What follows belongs to an exercise in optimizing a design on an open flow for small area and a short achievable clock period; a production flow would make more cautious choices.
Only simulation tests tie the RTL to the original design; equivalence was not proved.
The clock input has no modelled driver; a real chip could not lean on it and would need a root buffer or a full tree.
Power figures rest on the tool's default switching activity, not on a simulated workload.

Design strawman_rx_fsm, start of the top module:
module strawman_rx_fsm #(
  parameter int DATA_LINE_WIDTH = 40,
  parameter int WORD_SIZE       = 32,
  parameter int TIMEOUT_CYCLES  = 64
) (
  input  logic                       clk,
  input  logic                       rst,
  input  logic [DATA_LINE_WIDTH-1:0] i_flit,
  input  logic                       i_flit_valid,
  output logic [1075:0]              o_protocol_bus,
  output logic                       o_valid,
  input  logic                       i_ready,
  output logic                       o_err,
  output logic                       o_overflow,
  output logic                       o_busy
);
  if (DATA_LINE_WIDTH != 40 || WORD_SIZE != 32 || TIMEOUT_CYCLES < 1) begin : g_bad_cfg
    $error("strawman_rx_fsm: unsupported parameter set");
  end
  logic r_ex, r_dat, r_done, r_busy;
  logic r_valid, r_err, r_ovf;
  logic        rx_mode;
  logic [2:0]  rx_cmd, rx_len;
  logic        rx_azero;           
  logic [31:0] rx_addr;
  logic [5:0]  rx_f1, rx_f2;
  logic [1023:0] rx_data;
  logic [4:0]  r_cnt;
  logic        ob_mode;
  logic [2:0]  ob_cmd, ob_len;
  logic [31:0] ob_addr;
  logic [5:0]  ob_f1, ob_f2;
  logic [1023:0] ob_data;
  logic w_hdr, w_bad, w_good, w_last, w_dwe, w_exwe, w_load, w_hold;
  logic [2:0] h_cmd, h_len;
  logic h_mode;
  assign h_mode = i_flit[0];
  assign h_cmd  = i_flit[4:2];
  assign h_len  = i_flit[7:5];
  assign w_hdr  = !r_busy && i_flit_valid && i_flit[1];
  assign w_bad  = h_cmd > 3'd2 || h_len > 3'd5;
  assign w_good = w_hdr && !w_bad;
  assign w_last = r_cnt == 5'((6'd1 << rx_len) - 6'd1);
  assign w_dwe  = r_dat && i_flit_valid;
  assign w_exwe = r_ex && i_flit_valid;
  assign w_load = r_done && (!r_valid || i_ready);
  assign w_hold = r_valid && !i_ready;
  always_ff @(posedge clk) begin
    if (rst) begin
      r_ex    <= 1'b0;
      r_dat   <= 1'b0;
      r_done  <= 1'b0;
      r_busy  <= 1'b0;
      r_valid <= 1'b0;
      r_err   <= 1'b0;
      r_ovf   <= 1'b0;
    end else begin
      r_ex    <= w_good ? (h_mode && h_cmd != 3'd2) : (r_ex && !i_flit_valid);
      r_dat   <= w_good ? (h_cmd != 3'd0 && !(h_mode && h_cmd != 3'd2)) :
                 w_exwe ? (rx_cmd != 3'd0) : (r_dat && !(i_flit_valid && w_last));
      r_done  <= w_good ? (!h_mode && h_cmd == 3'd0) :
                 (w_exwe && rx_cmd == 3'd0) || (w_dwe && w_last);
      r_busy  <= w_good || (r_busy && !r_done);
  ...
Size in the first run: roughly 5,100 cells after synthesis, ~2,200 flip-flops, about 1,100 I/O pins, ~0.066 mm² of cells after synthesis.
==> flow/config.mk <==
export PLATFORM = sky130hd
export DESIGN_NAME = strawman_rx_fsm
export DESIGN_NICKNAME = strawman_rx_fsm
export VERILOG_FILES = /design/flow/design.v
export SDC_FILE = /design/flow/constraint.sdc
export NUM_CORES = 4
export LEC_CHECK = 0
export CAP_MARGIN = 20
export CORE_MARGIN = 2
export CORE_UTILIZATION = 40
export SETUP_SLACK_MARGIN = 2.95
export SLEW_MARGIN = 20
==> flow/constraint.sdc <==
create_clock -name core_clock -period 5.0 [get_ports {clk}]
set_input_delay 1.0000 -clock core_clock [delete_from_list [all_inputs] [get_ports {clk}]]
set_output_delay 1.0000 -clock core_clock [all_outputs]
set_load 0.01 [all_outputs]
standard.sh (not shown) runs the stock make flow with config.mk's settings and CLKGATE_MAP_FILE= SYNTH_SCRIPT=/design/flow/synth_recipe.tcl, a recipe that flattens the netlist after the stock synthesis.
==> flow/flow/run.sh <==
#!/bin/bash
cp standard.sh standard.sh.txt
export BUFFER_PORTS_ARGS="-buffer_cell sky130_fd_sc_hd__buf_2"
export PRE_CTS_TCL="$(pwd)/flow/cts_hook.tcl"
export MCTS_REGIONS=4
export MCTS_CLUSTER=30
bash standard.sh MATCH_CELL_FOOTPRINT=0 finish > standard.log 2>&1
Other scripts of this flow, unchanged in this note and not shown: flow/flow/cts_hook.tcl, flow/flow/mcts.tcl
The first run completed with no timing, DRC or antenna violations.
Rerun with:
- PLACE_DENSITY: default -> 0.45
- SETUP_SLACK_MARGIN: 2.95 -> 2.8
Result:
- synthesized area is unchanged
- worst hold slack barely changes
- worst setup slack gets worse by 23 ps
- cell area falls by roughly a tenth
- sequential power stays flat
- maximum frequency falls slightly
- core utilization falls by 5.3 points
Rerun with:
==> flow/flow/run.sh (replaced) <==
#!/bin/bash
cp standard.sh standard.sh.txt
export BUFFER_PORTS_ARGS="-buffer_cell sky130_fd_sc_hd__buf_4"
export PRE_CTS_TCL="$(pwd)/flow/cts_hook.tcl"
export MCTS_REGIONS=4
export MCTS_CLUSTER=30
bash standard.sh MATCH_CELL_FOOTPRINT=0 finish > standard.log 2>&1
- PLACE_DENSITY: 0.45 -> default
- SETUP_SLACK_MARGIN: 2.8 -> 2.9
The changed run completed with no timing, DRC or antenna violations.
Total power fell by 0.81%.
Die area is unchanged.
Worst hold slack is about the same.
Maximum frequency grows by 4.0%.
Routed wire length fell by 8.1%.
First-iteration DRC count rose by 5.5%.
Core utilization rises by 2.3 points.
Global-route usage falls by 2.5 points.
Cell area goes up by 5.1%.
Rerun with:
==> flow/flow/run.sh (replaced) <==
#!/bin/bash
cp standard.sh standard.sh.txt
export BUFFER_PORTS_ARGS="-buffer_cell sky130_fd_sc_hd__buf_2"
export PRE_CTS_TCL="$(pwd)/flow/cts_hook.tcl"
export MCTS_REGIONS=4
export MCTS_CLUSTER=30
bash standard.sh MATCH_CELL_FOOTPRINT=0 finish > standard.log 2>&1
- CORE_UTILIZATION: 40 -> 50
- SETUP_SLACK_MARGIN: 2.9 -> 2.8
=> The new run finished with timing, DRC and antenna clean. Design area fell by a few percent. Synthesized area is unchanged. Power hardly moves. Utilization climbs by 8.5 points. Sequential cell count does not change. First-iteration DRC count came out higher by a little under a tenth. Setup slack loses 140 ps. Die area fell by about a fifth. Maximum frequency decreases by a few percent.
No run of this note takes its clock network from TritonCTS; it comes from the design's own scripts or RTL.

* * *

Setup of JK:
strawman_rx_fsm again, from the RTL that the note above started with.
clock: 5.0 ns
lec_check: 0
cap_margin: 20
core_margin: 2
core_utilization: 42
setup_slack_margin: 2.8
slew_margin: 20
==> flow/flow/run.sh <==
#!/bin/bash
cp standard.sh standard.sh.txt
export BUFFER_PORTS_ARGS="-buffer_cell sky130_fd_sc_hd__buf_2"
export PRE_CTS_TCL="$(pwd)/flow/cts_hook.tcl"
export MCTS_REGIONS=4
export MCTS_CLUSTER=30
bash standard.sh MATCH_CELL_FOOTPRINT=0 finish > standard.log 2>&1
Other scripts of this flow, unchanged in this note and not shown: flow/flow/cts_hook.tcl, flow/flow/mcts.tcl
The following lists how MS was set up differently from JK:
diff --git a/flow/flow/run.sh b/flow/flow/run.sh
--- a/flow/flow/run.sh
+++ b/flow/flow/run.sh
@@ -6,0 +7,2 @@
+export PRE_RESIZE_TCL="$(pwd)/flow/resize_hook.tcl"
+export MAX_FANOUT_LIMIT=32
==> flow/flow/resize_hook.tcl (new file) <==
# PRE_RESIZE hook: limit fanout, so that repair_design builds buffer trees for the
# high-fanout control nets (the output register's load and hold, the receive buffer's
# keep and word enables) instead of long chains of large buffers.
set_max_fanout $::env(MAX_FANOUT_LIMIT) [current_design]
diff --git a/flow/config.mk b/flow/config.mk
--- a/flow/config.mk
+++ b/flow/config.mk
@@ -10 +10 @@
-export CORE_UTILIZATION = 42
+export CORE_UTILIZATION = 40
Notes after the runs:
- JK → MS: area added between synthesis and finish grew by 3.3 points, fraction of met2 tracks used by global routing grew by 1.1 points, fraction of synthesis flops using an asynchronous set or reset pin held steady, endpoint arrival time on the critical path grew by 0.02 ns.
- Summary of MS over JK: number of post-CTS setup repair buffers rose about 40%, fraction of area in multi-input gates went down 0.66 points, clock group share of total power flat, final critical-path setup slack -0.022 ns.
> inputs changed (MS -> AL)
diff --git a/flow/flow/run.sh b/flow/flow/run.sh
--- a/flow/flow/run.sh
+++ b/flow/flow/run.sh
@@ -7,2 +6,0 @@
-export PRE_RESIZE_TCL="$(pwd)/flow/resize_hook.tcl"
-export MAX_FANOUT_LIMIT=32
diff --git a/flow/config.mk b/flow/config.mk
--- a/flow/config.mk
+++ b/flow/config.mk
@@ -11 +11 @@
-export SETUP_SLACK_MARGIN = 2.8
+export SETUP_SLACK_MARGIN = 2.9
removed: flow/flow/resize_hook.tcl
Comparing AL with MS, the overall power came out essentially unchanged.
Diff MS -> AL | post-CTS setup buffer count | increase of 34%
Critical path start-end classification = register to output pin: MS; critical path start-end classification = primary input to register: AL
Against MS, AL comes in 0.038 ns higher on worst-margin pin slew.
Summary — maximum ir drop on the vdd rail, AL relative to MS: lower, by 0.99%.
Here is what was changed in the inputs of TR compared with AL.
diff --git a/flow/config.mk b/flow/config.mk
--- a/flow/config.mk
+++ b/flow/config.mk
@@ -11 +11,2 @@
-export SETUP_SLACK_MARGIN = 2.9
+export PLACE_DENSITY = 0.52
+export SETUP_SLACK_MARGIN = 2.8
--- outcome ---
Total power consumption of the routed design delta (TR -> AL): insignificant
AL finished all stages; the layout is clean.
The flow did not stop early for TR: all stages ran, and the layout cleared the timing, DRC and antenna checks.
Diff AL -> TR: final cell count now smaller, clock network latency to the later pin of the worst-skew pair comparable.
No run of this note takes its clock network from TritonCTS; it comes from the design's own scripts or RTL.

## static timing again, ports no longer ideal
The results above use ideal ports. As a check the final layouts listed here were re-extracted and re-timed, cells and wires unchanged.
Step 1, drivers: a clkbuf_16 drives clk and a buf_2 each remaining input, both assumed.
Step 2 also shifts input and output timing later by t, the mid clock arrival at the registers, as if the neighbouring blocks saw the same clock.
a / b / c = no drivers / after step 1 / after step 2; a / b = the first two.
run | t, ns | setup WS [ns] | worst hold slack (ns) | worst setup path at the end | worst slew at a driven data input, ns
the first run of note 1 | 0.757 | 2.834 / 2.699 / 2.158 | 0.462 / 0.462 / 0.462 | input to register | 0.22
the second run of note 1 | 0.770 | 2.810 / 2.616 / 2.109 | 0.464 / 0.465 / 0.465 | input to register | 0.20
the third run of note 1 | 0.751 | 2.895 / 2.711 / 2.236 | 0.467 / 0.467 / 0.467 | input to register | 0.26
the fourth run of note 1 | 0.736 | 2.759 / 2.622 / 2.077 | 0.465 / 0.465 / 0.465 | input to register | 0.26
JK | 0.770 | 2.820 / 2.621 / 2.165 | 0.457 / 0.457 / 0.457 | input to register | 0.15
MS | 0.764 | 2.798 / 2.603 / 2.100 | 0.456 / 0.456 / 0.456 | input to register | 0.25
AL | 0.748 | 2.895 / 2.713 / 2.241 | 0.462 / 0.463 / 0.463 | input to register | 0.24
TR | 0.760 | 2.821 / 2.630 / 2.085 | 0.464 / 0.464 / 0.464 | input to register | 0.28
After both steps setup and hold are still met in every run listed. The setup slack of TR, which loses most, moves by -0.191 ns with the drivers and by -0.736 ns with both steps.
